Context: an optimization exercise on an open-source flow, tuned for small area, a short achievable clock period and few clock cycles. The choices shown serve that exercise and are no tape-out recipe.
In this exercise RTL edits were held to simulation tests only and were not proved equivalent to the original.
Power and IR drop assume default switching activity.

$ cat flow/config.mk
export PLATFORM = sky130hd
export DESIGN_NAME = nearest_neighbor_zoom_nx
export DESIGN_NICKNAME = nearest_neighbor_zoom_nx
export VERILOG_FILES = /design/flow/design.v
export SDC_FILE = /design/flow/constraint.sdc
export NUM_CORES = 4
export LEC_CHECK = 0
export CAP_MARGIN = 20
export CORE_MARGIN = 2
export CORE_UTILIZATION = 40
export SLEW_MARGIN = 20
$ cat flow/constraint.sdc
create_clock -name core_clock -period 5.0 [get_ports {clk}]
set_input_delay 1.0000 -clock core_clock [delete_from_list [all_inputs] [get_ports {clk}]]
set_output_delay 1.0000 -clock core_clock [all_outputs]
set_load 0.01 [all_outputs]
$ cat flow/design.v
package nnz_pkg;
  localparam int PIXEL_W    = 8;
  localparam int MAX_SCALE  = 4;
  localparam int MAX_LINE_W = 320;
  localparam int MAX_LINES  = 240;
  typedef enum logic [1:0] {
    IDLE = 2'd0,
    LOAD = 2'd1,
    EMIT = 2'd2,
    DONE = 2'd3
  } nnz_state_e;
  function automatic logic cfg_legal(input int scale,
                                     input int width,
                                     input int height,
                                     input int max_scale,
                                     input int max_width,
                                     input int max_height);
    cfg_legal = (scale  >= 1) && (scale  <= max_scale) &&
           (width  >= 1) && (width  <= max_width) &&
           (height >= 1) && (height <= max_height);
  endfunction
endpackage
module nnz_line_buffer #(
  parameter int PIXEL_W = 8,
  parameter int NT      = 17,
  parameter int NM      = 19,
  parameter int TAP_W   = 5
) (
  input  logic               clk,
  input  logic               wr_en,
  input  logic [PIXEL_W-1:0] wr_data,
  input  logic [TAP_W-1:0]   tap_sel,
  output logic [PIXEL_W-1:0] tap_data
);
  localparam int N = NT * NM;
  logic [N*PIXEL_W-1:0] ring_q;
  always_ff @(posedge clk) begin
    ring_q <= {(wr_en ? wr_data : ring_q[PIXEL_W-1:0]), ring_q[N*PIXEL_W-1:PIXEL_W]};
  end
  always_comb begin
    tap_data = ring_q[PIXEL_W-1:0];
    for (int t = 1; t < NT; t++) begin
      if (tap_sel == TAP_W'(t)) tap_data = ring_q[t*NM*PIXEL_W +: PIXEL_W];
    end
  end
endmodule
module nearest_neighbor_zoom_nx #(
  parameter int PIXEL_W    = nnz_pkg::PIXEL_W,
  parameter int MAX_SCALE  = nnz_pkg::MAX_SCALE,
  parameter int MAX_LINE_W = nnz_pkg::MAX_LINE_W,
  parameter int MAX_LINES  = nnz_pkg::MAX_LINES,
  parameter int SCALE_W    = $clog2(MAX_SCALE + 1),
  parameter int COL_W      = $clog2(MAX_LINE_W + 1),
  parameter int ROW_W      = $clog2(MAX_LINES + 1)
) (
  input  logic               clk,
  input  logic               reset_n,
  input  logic               start,
  input  logic [SCALE_W-1:0] scale,
  input  logic [COL_W-1:0]   src_width,
  input  logic [ROW_W-1:0]   src_height,
  input  logic               in_valid,
  input  logic [PIXEL_W-1:0] in_pixel,
  output logic               in_ready,
  output logic               out_valid,
  output logic [PIXEL_W-1:0] out_pixel,
  input  logic               out_ready,
  output logic               out_eol,
  output logic               busy,
  output logic               done,
  output logic               cfg_err
);
  localparam int NT = 17;
  localparam int NM = 19;
  localparam int PW = 5;
  localparam int RS_W = $clog2(MAX_SCALE);
  function automatic logic [2*PW-1:0] pos_dec(input logic [2*PW-1:0] p);
    if (p[PW-1:0] == '0) begin
      pos_dec = {(p[2*PW-1:PW] == '0) ? PW'(NT - 1) : p[2*PW-1:PW] - PW'(1), PW'(NM - 1)};
    end else begin
      pos_dec = {p[2*PW-1:PW], p[PW-1:0] - PW'(1)};
    end
  endfunction
  localparam logic [2*PW-1:0] POS_TAIL = {PW'(NT - 1), PW'(NM - 1)};
  logic start_legal;
  assign start_legal = nnz_pkg::cfg_legal(32'(scale), 32'(src_width), 32'(src_height),
                                          MAX_SCALE, MAX_LINE_W, MAX_LINES);
  logic               busy_q, done_q, cfg_err_q;
  logic [RS_W-1:0]    sm1_q;
  logic [COL_W-1:0]   wm1_q;
  logic [ROW_W-1:0]   hm1_q;
  logic [PIXEL_W-1:0] ib0_q, ib1_q;
  logic [1:0]         ibn_q;
  logic               in_ready_q;
  logic               em_act_q;
  logic [RS_W-1:0]    rx_q, ry_q;
  logic [COL_W-1:0]   col_q;
  logic [ROW_W-1:0]   row_q;
  logic               wfirst_q;
  logic [2*PW-1:0]    wp_q;
  logic [2*PW-1:0]    p0_q;
  logic               ract_q;
  logic               hv_q;
  logic [PIXEL_W-1:0] h_q;
  logic [COL_W-1:0]   rk_q;
  logic [RS_W-1:0]    rrep_q;
  logic [2*PW-1:0]    np_q;
  logic               mv_q, meol_q, mlast_q;
  logic [PIXEL_W-1:0] mpix_q;
  logic               sv_q, seol_q, slast_q;
  logic [PIXEL_W-1:0] spix_q;
  logic               acc;
  logic               push, pop;
  logic               src_ok, emit;
  logic [PIXEL_W-1:0] em_pix;
  logic               em_eol, em_last;
  logic               rx_end, col_end, ry_end, row_end;
  logic               rep0;
  logic               wr;
  logic               cons_h, ld_h;
  logic [PIXEL_W-1:0] tap_data;
  logic               m_load;
  logic               busy_d;
  logic [1:0]         ibn_d;
  assign acc   = start && !busy_q;
  assign push  = in_valid && in_ready_q;
  assign rx_end  = (rx_q == sm1_q);
  assign col_end = (col_q == wm1_q);
  assign ry_end  = (ry_q == sm1_q);
  assign row_end = (row_q == hm1_q);
  assign rep0    = (ry_q == '0);
  always_comb begin
    if (rep0) begin
      src_ok = (ibn_q != 2'd0) &&
               (!rx_end || (sm1_q == '0) || wfirst_q || (wp_q == '0));
    end else begin
      src_ok = hv_q;
    end
  end
  assign emit    = em_act_q && src_ok && !sv_q;
  assign em_pix  = rep0 ? ib0_q : h_q;
  assign em_eol  = rx_end && col_end;
  assign em_last = em_eol && ry_end && row_end;
  assign pop    = emit && rep0 && rx_end;
  assign wr     = pop && (sm1_q != '0);
  assign cons_h = emit && !rep0 && rx_end;
  assign ld_h   = ract_q && (!hv_q || cons_h) && (np_q[PW-1:0] == '0);
  nnz_line_buffer #(
    .PIXEL_W (PIXEL_W),
    .NT      (NT),
    .NM      (NM),
    .TAP_W   (PW)
  ) u_line_buffer (
    .clk      (clk),
    .wr_en    (wr),
    .wr_data  (ib0_q),
    .tap_sel  (np_q[2*PW-1:PW]),
    .tap_data (tap_data)
  );
  assign m_load = !mv_q || out_ready;
  always_comb begin
    busy_d = busy_q;
    if (acc && start_legal) busy_d = 1'b1;
    else if (done_q)        busy_d = 1'b0;
    ibn_d = ibn_q + {1'b0, push} - {1'b0, pop};
  end
  always_ff @(posedge clk or negedge reset_n) begin
    if (!reset_n) begin
      busy_q     <= 1'b0;
      done_q     <= 1'b0;
      cfg_err_q  <= 1'b0;
      sm1_q      <= '0;
      wm1_q      <= '0;
      hm1_q      <= '0;
      ibn_q      <= '0;
      in_ready_q <= 1'b0;
      em_act_q   <= 1'b0;
      rx_q       <= '0;
      ry_q       <= '0;
      col_q      <= '0;
      row_q      <= '0;
      wfirst_q   <= 1'b0;
      wp_q       <= '0;
      p0_q       <= '0;
      ract_q     <= 1'b0;
      hv_q       <= 1'b0;
      rk_q       <= '0;
      rrep_q     <= '0;
      np_q       <= '0;
      mv_q       <= 1'b0;
      meol_q     <= 1'b0;
      mlast_q    <= 1'b0;
      sv_q       <= 1'b0;
      seol_q     <= 1'b0;
      slast_q    <= 1'b0;
    end else begin
      busy_q     <= busy_d;
      done_q     <= mv_q && out_ready && mlast_q;
      cfg_err_q  <= acc && !start_legal;
      ibn_q      <= ibn_d;
      in_ready_q <= busy_d && (ibn_d != 2'd2);
      if (acc && start_legal) begin
        sm1_q    <= RS_W'(scale - SCALE_W'(1));
        wm1_q    <= src_width - COL_W'(1);
        hm1_q    <= src_height - ROW_W'(1);
        em_act_q <= 1'b1;
        rx_q     <= '0;
        ry_q     <= '0;
        col_q    <= '0;
        row_q    <= '0;
        wfirst_q <= 1'b1;
        ract_q   <= 1'b0;
        hv_q     <= 1'b0;
        ibn_q    <= '0;
      end else if (emit) begin
        if (rx_end) begin
          rx_q <= '0;
          if (col_end) begin
            col_q <= '0;
            if (ry_end) begin
              ry_q     <= '0;
              wfirst_q <= 1'b1;
              if (row_end) em_act_q <= 1'b0;
              else         row_q    <= row_q + ROW_W'(1);
            end else begin
              ry_q <= ry_q + RS_W'(1);
            end
          end else begin
            col_q <= col_q + COL_W'(1);
          end
        end else begin
          rx_q <= rx_q + RS_W'(1);
        end
      end
      if (wr) begin
        wp_q <= {PW'(0), PW'(sm1_q)};
      end else begin
        wp_q <= pos_dec(wp_q);
      end
      if (wr && wfirst_q) begin
        wfirst_q <= 1'b0;
        p0_q     <= POS_TAIL;
      end else begin
        p0_q <= pos_dec(p0_q);
      end
      if (wr && wfirst_q) begin
        ract_q <= 1'b1;
        rk_q   <= '0;
        rrep_q <= RS_W'(1);
        np_q   <= POS_TAIL;
      end else if (ld_h) begin
        hv_q <= 1'b1;
        if (rk_q == wm1_q) begin
          rk_q <= '0;
          np_q <= pos_dec(p0_q);
          if (rrep_q == sm1_q) ract_q <= 1'b0;
          else                 rrep_q <= rrep_q + RS_W'(1);
        end else begin
          rk_q <= rk_q + COL_W'(1);
          np_q <= {np_q[2*PW-1:PW], PW'(sm1_q)};
        end
      end else begin
        np_q <= pos_dec(np_q);
        if (cons_h) hv_q <= 1'b0;
      end
      if (acc && start_legal) begin
        ract_q <= 1'b0;
        hv_q   <= 1'b0;
      end
      if (m_load) begin
        mv_q    <= sv_q || emit;
        meol_q  <= sv_q ? seol_q : em_eol;
        mlast_q <= sv_q ? slast_q : em_last;
        sv_q    <= 1'b0;
      end else if (emit) begin
        sv_q    <= 1'b1;
        seol_q  <= em_eol;
        slast_q <= em_last;
      end
    end
  end
  always_ff @(posedge clk) begin
    if (ld_h) h_q <= tap_data;
    if (m_load) mpix_q <= sv_q ? spix_q : em_pix;
    else if (emit) spix_q <= em_pix;
    if (pop) begin
      ib0_q <= (ibn_q == 2'd2) ? ib1_q : in_pixel;
    end else if (ibn_q == 2'd0) begin
      ib0_q <= in_pixel;
    end
    if (push) ib1_q <= in_pixel;
  end
  assign in_ready  = in_ready_q;
  assign out_valid = mv_q;
  assign out_pixel = mpix_q;
  assign out_eol   = meol_q;
  assign busy      = busy_q;
  assign done      = done_q;
  assign cfg_err   = cfg_err_q;
endmodule
$ cat flow/run.sh
#!/bin/bash
# synth_recipe.tcl (not shown) runs the flow's synth.tcl, then flattens the netlist and writes it again
# the make line also repeats each setting of config.mk as NAME=value (left out here)
make -C /OpenROAD-flow-scripts/flow DESIGN_CONFIG=/design/flow/config.mk WORK_HOME=/design/flow/orfs CLKGATE_MAP_FILE= SYNTH_SCRIPT=/design/flow/synth_recipe.tcl finish
==> run summary <==
[routing by layer]
metal	part of all wire	vias to the layer above	wire length [um]	track usage
li1	-	11910	-	-
met1	0.51	11540	44000	0.1654
met2	0.40	497	34260	0.1542
met3	0.056	204	4794	0.03317
met4	0.034	0	2885	0.04814
met5	0	-	0	0
[state kept, by name, indices dropped and copies added (netlist names), 8 cells and up]
name / cells
u_line_buffer.ring_q: 2584
h_q: 8
ib0_q: 8
hm1_q: 8
ib1_q: 8
wp_q: 10
mpix_q: 8
row_q: 8
np_q: 10
spix_q: 8
rk_q: 9
col_q: 9
wm1_q: 9
p0_q: 10
[layout by cell type (no fill, tap or decap), types with 9 or more instances in the layout]
| master | n |
|---|---|
| buf_4 | 13 |
| xor2_1 | 18 |
| clkbuf_16 | 235 |
| clkdlybuf4s50_1 | 45 |
| xnor2_1 | 42 |
| clkinv_2 | 36 |
| inv_1 | 36 |
| nor3_1 | 27 |
| clkbuf_1 | 44 |
| nand2b_1 | 11 |
| a21oi_1 | 50 |
| o22ai_1 | 13 |
| edfxtp_1 | 40 |
| ha_1 | 23 |
| a32o_1 | 9 |
| mux2_2 | 35 |
| nor2_1 | 72 |
| o21ai_0 | 65 |
| and3_1 | 16 |
| dfxtp_1 | 2584 |
| clkinv_16 | 13 |
| a221o_1 | 10 |
| nor3b_1 | 12 |
| nand2_1 | 71 |
| dfrtp_1 | 97 |
| or3_1 | 10 |
| clkbuf_8 | 57 |
| nand4_1 | 13 |
| nand3_1 | 19 |
| a31oi_1 | 16 |
| mux2i_1 | 15 |
| bufinv_16 | 20 |
| nor2b_1 | 10 |
[worst min path at each step]
stage	end	slack, ps	depth (start not counted)
2_1_floorplan	u_line_buffer.ring_q[0]	310	0
3_3_place_gp	u_line_buffer.ring_q[597]	310	0
3_5_place_dp	u_line_buffer.ring_q[1065]	310	0
4_1_cts	mlast_q	230	1
5_1_grt	done_q	280	1
6_report	mv_q	270	1
[area by class of cell]
type,instances,area (um2),area share
clock inverters,87,1355,0.01893
repair buffers,59,568.0,0.007934
flip-flops and latches,2721,55360,0.7732
multi-input cells,698,4806,0.06713
diodes,7,17.52,0.0002447
well taps,2016,2522,0.03523
clock buffers,336,6830,0.09541
inverters,36,135.1,0.001887
[logic make-up after synthesis]
| kind of cell | count (synthesis) |
|---|---|
| flip-flops | 2721 |
| AND/OR/NAND/NOR | 325 |
| AO/OA/AOI/OAI | 240 |
| buffers and inverters | 89 |
| XOR/XNOR | 60 |
| multiplexers | 50 |
| adder cells (fa/ha/maj) | 23 |
[stage by stage]
stage | cell area [um2] | worst slack, ps | total power [uW] | hold WS [ps]
after floorplan | 60520 | 2120 | 25120 | 309.6
after global placement | 63380 | 1260 | 26030 | 309.5
after detailed placement | 63390 | 1246 | 26090 | 312.1
after CTS | 71570 | 1235 | 44370 | 228.5
after global routing | 71570 | 915.3 | 45600 | 282.8
final | 71590 | 1215 | 43860 | 271.4
[power by group]
group / total [uW] / switching, uW / internal (uW) / leakage (uW)
clock network: 18200 / 7630 / 10600 / 0.00400
registers: 23100 / 518 / 22600 / 0.0224
logic: 2550 / 1500 / 1050 / 0.00208
==> out/summary.txt <==
Max incr delay on CP: 720 ps
FF-to-FF Start: ry_q[0]
Die height: 393.0 um
Vias per inst: 4.053
Power per cell area: 612.7 nW/um2
Synth Area in XOR/XNOR: 0.008683
Max Cap Violations: 0
Status: finished clean
Worst setup startpoint: ry_q[0]
Cell taking the most area after synthesis: dfxtp_1
Syn Nets: 3564
Number of cells on the worst reg-to-reg path: 14
Final core occ: 0.4774
Sequential area share after synthesis: 0.9147
RSZ-0062 raised after global routing: no
Final Critical Period: 3785 ps
Required @ worst endpoint: 5720 ps
Post-route DRC: 0
Layout Cells excl Fill: 5960
Most common cell in the netlist: dfxtp_1
Drt first pass iters: 7
CTS Buf Count: 227
Dominant synthesized flop cell: dfxtp_1
IO Count: 47
Post-Synth Simple-Gate Area: 0.03033
Fin. max-slew vios: 0
Setup TNS: 0 ps
Later-pin clock latency in the skew report: 830 ps
Post-route ant nets: 0
Post-CTS Hold Buffers: 0
Adder-cell share of the synthesized area: 0.004755
Clock sink total: 2721
Slew HR: 0.3551
Main area contributors after synthesis: dfxtp_1 85%, dfrtp_1 4.0%, edfxtp_1 2.0%, mux2_2 0.65%, xnor2_1 0.61%
Initial DRC Count: 1246
Cell Area, Synth: 60520 um2
Nets: 3799
Final Cycle Share: 0.7569
Routability cong.: 0.7997
Worst vdd ir: 0.0004303 V
Number of global-route vias before repair: 23870
Worst-path clk slew: 60 ps
Leakage: 0.02850 uW
Post-CTS Resized: 0
Fill cells: 12620
CTS root buf: clkbuf_16
Synth Warn #: 2
Commonest cells in the netlist: 2584 x dfxtp_1, 97 x dfrtp_1, 72 x nor2_1
Largest family of logic cells by synthesized area: simple AND/OR/NAND/NOR gates
Cells after Synth: 3508
Die width: 393.0 um
Critical path's top delay family: adder cells
GRT Total Usage: 0.1130
HP Class: input port to async pin
CTS tree: yes
First-pass GRT wire length: 133500 um
FP Rows: 142
Hpwl dp: 52620 um
Port buffer count: 46
Post-synth top area share: 0.8547
Synth Area in Compound Gates: 0.02644
Post-CTS Setup Repair Bufs: 0
Post-Route Skew: 65.01 ps
Crit path buf inv count: 3
CP arrival: 4510 ps
Reg-to-reg critical path endpoint: in_ready_q
Critical Path Fanout Max: 21
Final hold vios: 0
Placeable Area: 150000 um2
Vias: 24160
Post-synth EDFFs: 40
Fmax: 264.2 MHz
Routed WL: 85940 um
Share of layout cells above drive strength 1: 0.1146
Die area: 154400 um2
Drt wl/cell: 14.42 um
Syn avg cell area: 17.25 um2
Worst Setup End Kind: flip-flop
Most frequent CP cell: ha_1
Mux cell area share after synthesis: 0.008993
Max stage delay cell, worst path: a211oi_1
Crit path capture: in_ready_q
Final setup viols: 0
Post-Place Cells: 5530
Initial antenna violation count: 15
Synthesis-stage register bit count: 2721
Critical path depth: 14
H-tree Lvls: 4
Slew @ Worst Pin: 953.7 ps
Grt ovf: 0
Setup crit start kind: flip-flop
Crit Path Class: flip-flop to flip-flop
Reg2reg setup slack: 1220 ps
Ys async rst share: 0.03565
Cell variety after synth: 83
Worst path cell trace: inv_1 > ha_1 > nor2_1 > a211oi_1 > nand2_1 > nor2_1 > buf_4 > and2_1 > ha_1 > inv_1 > ha_1 > xor2_1 > xnor2_1 > o21a_1
Starting Density: 0.4036
Largest net degree at the start of global routing: 64
Maximum clock insertion buffer count: 3
Layout area overhead: 18.29%
Testbench counts, summed over its fixed seeds: cycles 646,332.

separate check: timing with driven ports:
Ports are ideal in the flow. The routed layout listed here was re-timed in OpenROAD. Step 1 sets driving cells, clkbuf_16 on the clock port and buf_2 on the other inputs (assumed; they add their load-dependent delay and slew). Step 2 times the ports against the registers' clock, not the clock port: input delays grow and output delays shrink by t, the midpoint of the rising clock arrivals with the driver on. Three values: ideal ports, drivers, drivers and shift; two values: the first two.
t, ns: 0.865
setup WS [ns]: 1.215 / 1.215 / 1.215
clock arrival spread, ns: 0.073 / 0.073
pins driven straight from the clock port: 1
After both steps this run still meets setup and hold. For this run, drivers alone change the setup slack by 0.000 ns; drivers and shift together by 0.000 ns.
